From an optimization exercise on the open Yosys and OpenROAD flow, aimed at small area; shortcuts taken in it are not production practice. The RTL was checked by simulation tests, not by an equivalence proof against the original design. No activity file was given, so power comes from the tool's default toggle rates.

==> juniper: inputs <==
==> flow/design.v <==
package syscall_pkg;
  localparam int SYS_PRINT = 1;
  localparam int SYS_READ  = 5;
  localparam int SYS_EXIT  = 10;
  localparam int SYS_TEST  = 11;
  localparam int LED_READ  = 7;
  localparam int LED_TEST  = 1;
  localparam int LED_HALT  = 0;
endpackage
module rf_aoi222 (
  input  logic a_sel,
  input  logic a_dat,
  input  logic b_sel,
  input  logic b_dat,
  input  logic c_sel,
  input  logic c_dat,
  output logic y_n
);
  assign y_n = !((a_sel && a_dat) || (b_sel && b_dat) || (c_sel && c_dat));
endmodule
module rf_read_port #(
  parameter int XLEN  = 32,
  parameter int NREGS = 32
) (
  input  logic [NREGS-1:0]           i_sel,
  input  logic [NREGS-1:0][XLEN-1:0] i_rows,
  output logic [XLEN-1:0]            o_data
);
  localparam int NGRP = (NREGS - 1) / 3;          
  localparam int NREM = (NREGS - 1) - 3 * NGRP;   
  for (genvar b = 0; b < XLEN; b++) begin : g_bit
    logic [NGRP+NREM-1:0] w_term_n;
    for (genvar g = 0; g < NGRP; g++) begin : g_grp
      rf_aoi222 u_aoi (
        .a_sel(i_sel[3*g+1]), .a_dat(i_rows[3*g+1][b]),
        .b_sel(i_sel[3*g+2]), .b_dat(i_rows[3*g+2][b]),
        .c_sel(i_sel[3*g+3]), .c_dat(i_rows[3*g+3][b]),
        .y_n  (w_term_n[g])
      );
    end
    for (genvar r = 0; r < NREM; r++) begin : g_rem
      assign w_term_n[NGRP+r] = !(i_sel[3*NGRP+1+r] && i_rows[3*NGRP+1+r][b]);
    end
    assign o_data[b] = !(&w_term_n);
  end
endmodule
module syscall_regfile #(
  parameter int XLEN   = 32,
  parameter int NREGS  = 32,
  parameter int NUM_RD = 2,
  parameter int A0_IDX = 10,
  parameter int A7_IDX = 17,
  parameter int BYPASS = 0,
  localparam int AW    = $clog2(NREGS)
) (
  input  logic                   clk,
  input  logic                   reset,
  input  logic [NUM_RD*AW-1:0]   rs,
  output logic [NUM_RD*XLEN-1:0] rd_data,
  input  logic [AW-1:0]          rd,
  input  logic [XLEN-1:0]        wr_data,
  input  logic                   reg_write,
  input  logic                   ecall,
  input  logic [XLEN-1:0]        test_case,
  input  logic [XLEN-1:0]        io_in_data,
  input  logic                   io_in_valid,
  output logic                   io_in_ready,
  output logic [XLEN-1:0]        io_out_data,
  output logic                   io_out_valid,
  input  logic                   io_out_ready,
  output logic                   stall,
  output logic                   halted,
  output logic [7:0]             led_out
);
  logic [NREGS-1:0][XLEN-1:0] r_regs;
  logic [NREGS-1:0]           r_valid;
  logic            r_wait_in;
  logic            r_wait_out;
  logic            r_halt;
  logic [XLEN-1:0] r_out_data;
  logic            r_led_read;
  logic            r_led_test;
  logic             w_idle;
  logic             w_idle_ecall;
  logic             w_a7_hi_zero;
  logic             w_is_print;
  logic             w_is_read;
  logic             w_is_exit;
  logic             w_is_test;
  logic             w_norm_we;
  logic             w_test_we;
  logic             w_in_we;
  logic             w_go_out;
  logic             w_n_wait_in;
  logic             w_n_wait_out;
  logic [NREGS-1:0] w_we;
  logic [NREGS-1:0] w_valid;
  logic [XLEN-1:0]  w_a0_wdata;
  logic [XLEN-1:0]  w_a0;
  logic [XLEN-1:0]  w_a7;
  assign w_a0 = r_regs[A0_IDX];
  assign w_a7 = r_regs[A7_IDX];
  assign w_idle       = !(r_wait_in || r_wait_out || r_halt);
  assign w_idle_ecall = w_idle && ecall;
  assign w_a7_hi_zero = (w_a7[XLEN-1:4] == '0) && w_valid[A7_IDX];
  assign w_is_print   = w_a7_hi_zero && (w_a7[3:0] == 4'(syscall_pkg::SYS_PRINT));
  assign w_is_read    = w_a7_hi_zero && (w_a7[3:0] == 4'(syscall_pkg::SYS_READ));
  assign w_is_exit    = w_a7_hi_zero && (w_a7[3:0] == 4'(syscall_pkg::SYS_EXIT));
  assign w_is_test    = w_a7_hi_zero && (w_a7[3:0] == 4'(syscall_pkg::SYS_TEST));
  assign w_norm_we = w_idle && !ecall && reg_write;
  assign w_test_we = w_idle_ecall && w_is_test;
  assign w_in_we   = r_wait_in && io_in_valid;
  always_comb begin
    for (int i = 0; i < NREGS; i++)
      w_we[i] = w_norm_we && (rd == AW'(i)) && (i != 0);
    w_we[A0_IDX] = w_we[A0_IDX] || w_test_we || w_in_we;
  end
  assign w_a0_wdata = ({XLEN{w_norm_we}} & wr_data) |
                      ({XLEN{w_test_we}} & test_case) |
                      ({XLEN{w_in_we}}   & io_in_data);
  for (genvar i = 1; i < NREGS; i++) begin : g_row
    if (i == A0_IDX) begin : g_a0
      always_ff @(posedge clk or negedge reset) begin
        if (!reset)       r_regs[i] <= '0;
        else if (w_we[i]) r_regs[i] <= w_a0_wdata;
      end
      assign w_valid[i] = 1'b1;
    end else begin : g_plain
      always_ff @(posedge clk) begin
        if (w_we[i]) r_regs[i] <= wr_data;
      end
      always_ff @(posedge clk or negedge reset) begin
        if (!reset)       r_valid[i] <= 1'b0;
        else if (w_we[i]) r_valid[i] <= 1'b1;
      end
      assign w_valid[i] = r_valid[i];
    end
  end
  assign w_valid[0] = 1'b0;
  for (genvar k = 0; k < NUM_RD; k++) begin : g_rd
    logic [NREGS-1:0] w_sel;
    for (genvar i = 0; i < NREGS; i++) begin : g_sel
      assign w_sel[i] = (rs[k*AW +: AW] == AW'(i)) && w_valid[i];
    end
    rf_read_port #(
      .XLEN (XLEN),
      .NREGS(NREGS)
    ) u_port (
      .i_sel (w_sel),
      .i_rows(r_regs),
      .o_data(rd_data[k*XLEN +: XLEN])
    );
  end
  assign w_go_out     = w_idle_ecall && w_is_print;
  assign w_n_wait_out = w_go_out || (r_wait_out && !io_out_ready);
  assign w_n_wait_in  = (w_idle_ecall && w_is_read) || (r_wait_in && !io_in_valid);
  always_ff @(posedge clk or negedge reset) begin
    if (!reset) begin
      r_wait_in  <= 1'b0;
      r_wait_out <= 1'b0;
      r_halt     <= 1'b0;
      r_led_read <= 1'b0;
      r_led_test <= 1'b0;
    end else begin
      r_wait_in  <= w_n_wait_in;
      r_wait_out <= w_n_wait_out;
      r_halt     <= r_halt || (w_idle_ecall && w_is_exit);
      r_led_read <= w_in_we;
      r_led_test <= w_test_we;
    end
  end
  always_ff @(posedge clk or negedge reset) begin
    if (!reset)        r_out_data <= '0;
    else if (w_go_out) r_out_data <= w_a0;
  end
  assign stall = w_n_wait_in || w_n_wait_out || r_halt;
  assign io_in_ready  = r_wait_in;
  assign io_out_valid = r_wait_out;
  assign io_out_data  = r_out_data;
  assign halted       = r_halt;
  always_comb begin
    led_out                        = '0;
    led_out[syscall_pkg::LED_READ] = r_led_read;
    led_out[syscall_pkg::LED_TEST] = r_led_test;
    led_out[syscall_pkg::LED_HALT] = r_halt;
  end
endmodule
==> flow/flow/run.sh <==
#!/bin/bash
# Own layout flow: the standard ORFS flow (standard.sh, unchanged
# synthesis), with three layout choices changed through ORFS's own variables:
#  - port buffers use the smallest buffer, sky130_fd_sc_hd__buf_1;
#  - clock tree synthesis inserts no dummy loads and builds the tree from
#    clkbuf_8 only, in clusters of up to 16 registers;
#  - repair during placement buffers with buf_1 and buf_2 only
#    (flow/placement_buffers.tcl).
# Every port still gets its buffer and the clock reaches every register
# through the buffered tree. All tool output is kept in ./logs_flow/ and in
# ORFS's own logs under ./orfs/logs/.
set -euo pipefail
mkdir -p logs_flow
export BUFFER_PORTS_ARGS="-buffer_cell sky130_fd_sc_hd__buf_1"
export CTS_ARGS="-sink_clustering_enable -repair_clock_nets -dont_use_dummy_load -buf_list {sky130_fd_sc_hd__clkbuf_8} -sink_clustering_size 16 -sink_clustering_max_diameter 80"
export PRE_GLOBAL_PLACE_TCL="$PWD/flow/placement_buffers.tcl"
export PRE_RESIZE_TCL="$PWD/flow/placement_buffers.tcl"
bash standard.sh > logs_flow/standard.log 2>&1
==> flow/flow/placement_buffers.tcl <==
# Sourced before global placement and before the post-placement resize:
# timing and design-rule repair may buffer only with buf_1 and buf_2.
set_dont_use [get_lib_cells {sky130_fd_sc_hd__buf_4 sky130_fd_sc_hd__buf_6 sky130_fd_sc_hd__buf_8 sky130_fd_sc_hd__buf_12 sky130_fd_sc_hd__buf_16 sky130_fd_sc_hd__dlygate* sky130_fd_sc_hd__clkdlybuf* sky130_fd_sc_hd__dlymetal* sky130_fd_sc_hd__bufbuf* sky130_fd_sc_hd__clkbuf_*}]
==> flow/standard.sh <==
#!/bin/bash
# synth_recipe.tcl (not shown) runs the flow's synth.tcl, then flattens the netlist and writes it again
# the make line also repeats each setting of config.mk as NAME=value (left out here)
make -C /OpenROAD-flow-scripts/flow DESIGN_CONFIG=/design/flow/config.mk WORK_HOME=/design/flow/orfs CLKGATE_MAP_FILE= SYNTH_SCRIPT=/design/flow/synth_recipe.tcl "${@:-finish}"
==> flow/config.mk <==
export PLATFORM = sky130hd
export DESIGN_NAME = syscall_regfile
export DESIGN_NICKNAME = syscall_regfile
export VERILOG_FILES = /design/flow/design.v
export SDC_FILE = /design/flow/constraint.sdc
export NUM_CORES = 4
export LEC_CHECK = 0
export CAP_MARGIN = 20
export CORE_MARGIN = 2
export CORE_UTILIZATION = 65
export CTS_BUF_LIST = sky130_fd_sc_hd__clkbuf_8
export CTS_CLUSTER_DIAMETER = 80
export CTS_CLUSTER_SIZE = 16
export SLEW_MARGIN = 20
export SYNTH_HIERARCHICAL = 1
==> flow/constraint.sdc <==
create_clock -name core_clock -period 8.0 [get_ports {clk}]
set_input_delay 1.6000 -clock core_clock [delete_from_list [all_inputs] [get_ports {clk}]]
set_output_delay 1.6000 -clock core_clock [all_outputs]
set_load 0.01 [all_outputs]
==> fjord (differences from juniper) <==
==> flow/run.sh (new file) <==
#!/bin/bash
# synth_recipe.tcl (not shown) runs the flow's synth.tcl, then flattens the netlist and writes it again
# the make line also repeats each setting of config.mk as NAME=value (left out here)
make -C /OpenROAD-flow-scripts/flow DESIGN_CONFIG=/design/flow/config.mk WORK_HOME=/design/flow/orfs CLKGATE_MAP_FILE= SYNTH_SCRIPT=/design/flow/synth_recipe.tcl finish
- CORE_UTILIZATION: 65 -> 55
- CTS_BUF_LIST: sky130_fd_sc_hd__clkbuf_8 -> not set
- CTS_CLUSTER_DIAMETER: 80 -> not set
- CTS_CLUSTER_SIZE: 16 -> not set
removed: flow/flow/run.sh
removed: flow/flow/placement_buffers.tcl
removed: flow/standard.sh
==> comparison <==
- Between juniper and fjord, the lower worst setup slack is in fjord (gap 240 ps).
- Global-route usage: fjord is lower than juniper (2.2 points).
- Between juniper and fjord, the lower final cell count is in juniper (gap 5.3%, measured against fjord).
- Against juniper, the power of fjord is larger by about 30%.
- In fjord the combinational power is larger than in juniper, by about 22%.
- Critical path depth is the same in fjord and juniper.
- Against fjord, the core utilization of juniper is higher by 5.3 points.
- Between juniper and fjord, the lower non-clock buffer count is in fjord (gap 45).
- Synthesized cell count is the same in juniper and fjord.
- First-iteration DRC count: juniper is higher than fjord (12%).
- Of juniper and fjord, fjord has the higher clock power (gap 51%, measured against fjord).
==> figures <==
	juniper	fjord
Pre-CTS setup slack	1530 ps	1200 ps
Buffer cell driving the clock tree root	clkbuf_8	clkbuf_16
Util after Layout	0.713	0.660
CORE AREA	64200 sq um	75800 sq um
Final total power	8.69 mW	11.3 mW
Per-cell routed wire length	39.6 microns	41.9 microns
Sequential group share of total power	0.693	0.533
Crit path arrival time	5220 ps	5460 ps
Vias	31300	31400
Final critical-path share of the clock period	0.852	0.882
Sink of the worst hold path	r_valid[19]	r_valid[26]
Maximum clock frequency	0.147 GHz	0.142 GHz
Worst setup slack after layout	1180 ps	940 ps
Clock Buffer Count	76	141
Outcome	no timing/DRC/antenna violations	no timing/DRC/antenna violations
ANT cells	3	0
Standard-cell rows	93	101
Instance area at placement	44700 sq um	46500 sq um
Final weighted congestion in routability-driven placement	1.05	1.01
Slack of the worst reg-to-reg path	3300 ps	4350 ps
Sequential cell area share	0.684	0.625
Area Growth Syn to Fin	8.96%	19.1%
Met3 routed WL	24100 microns	24700 microns

==> separate check: timing with driven ports <==
No port has a modelled driver above. Below, the same layouts with a new extraction and two added sets of constraints.
Step 1 sets driving cells, clkbuf_16 on the clock port and buf_2 on the other inputs (assumed; they add their load-dependent delay and slew).
Step 2, shift: input delay + t, output delay - t, t = (earliest + latest rising clock arrival at the registers) / 2. This alone moves slack from input paths to output paths.
Slacks: ideal ports / drivers / drivers and shift; pairs: ideal ports / drivers.
run	t (ns)	setup WS [ns]	hold WS [ns]
juniper	0.769	1.184 / 1.164 / 1.164	0.491 / 0.491 / 0.491
fjord	0.748	0.940 / 0.911 / 0.911	0.477 / 0.477 / 0.477
After both steps setup and hold are still met in every run listed. The setup slack of fjord, which loses most, moves by -0.029 ns with the drivers and by -0.029 ns with both steps.
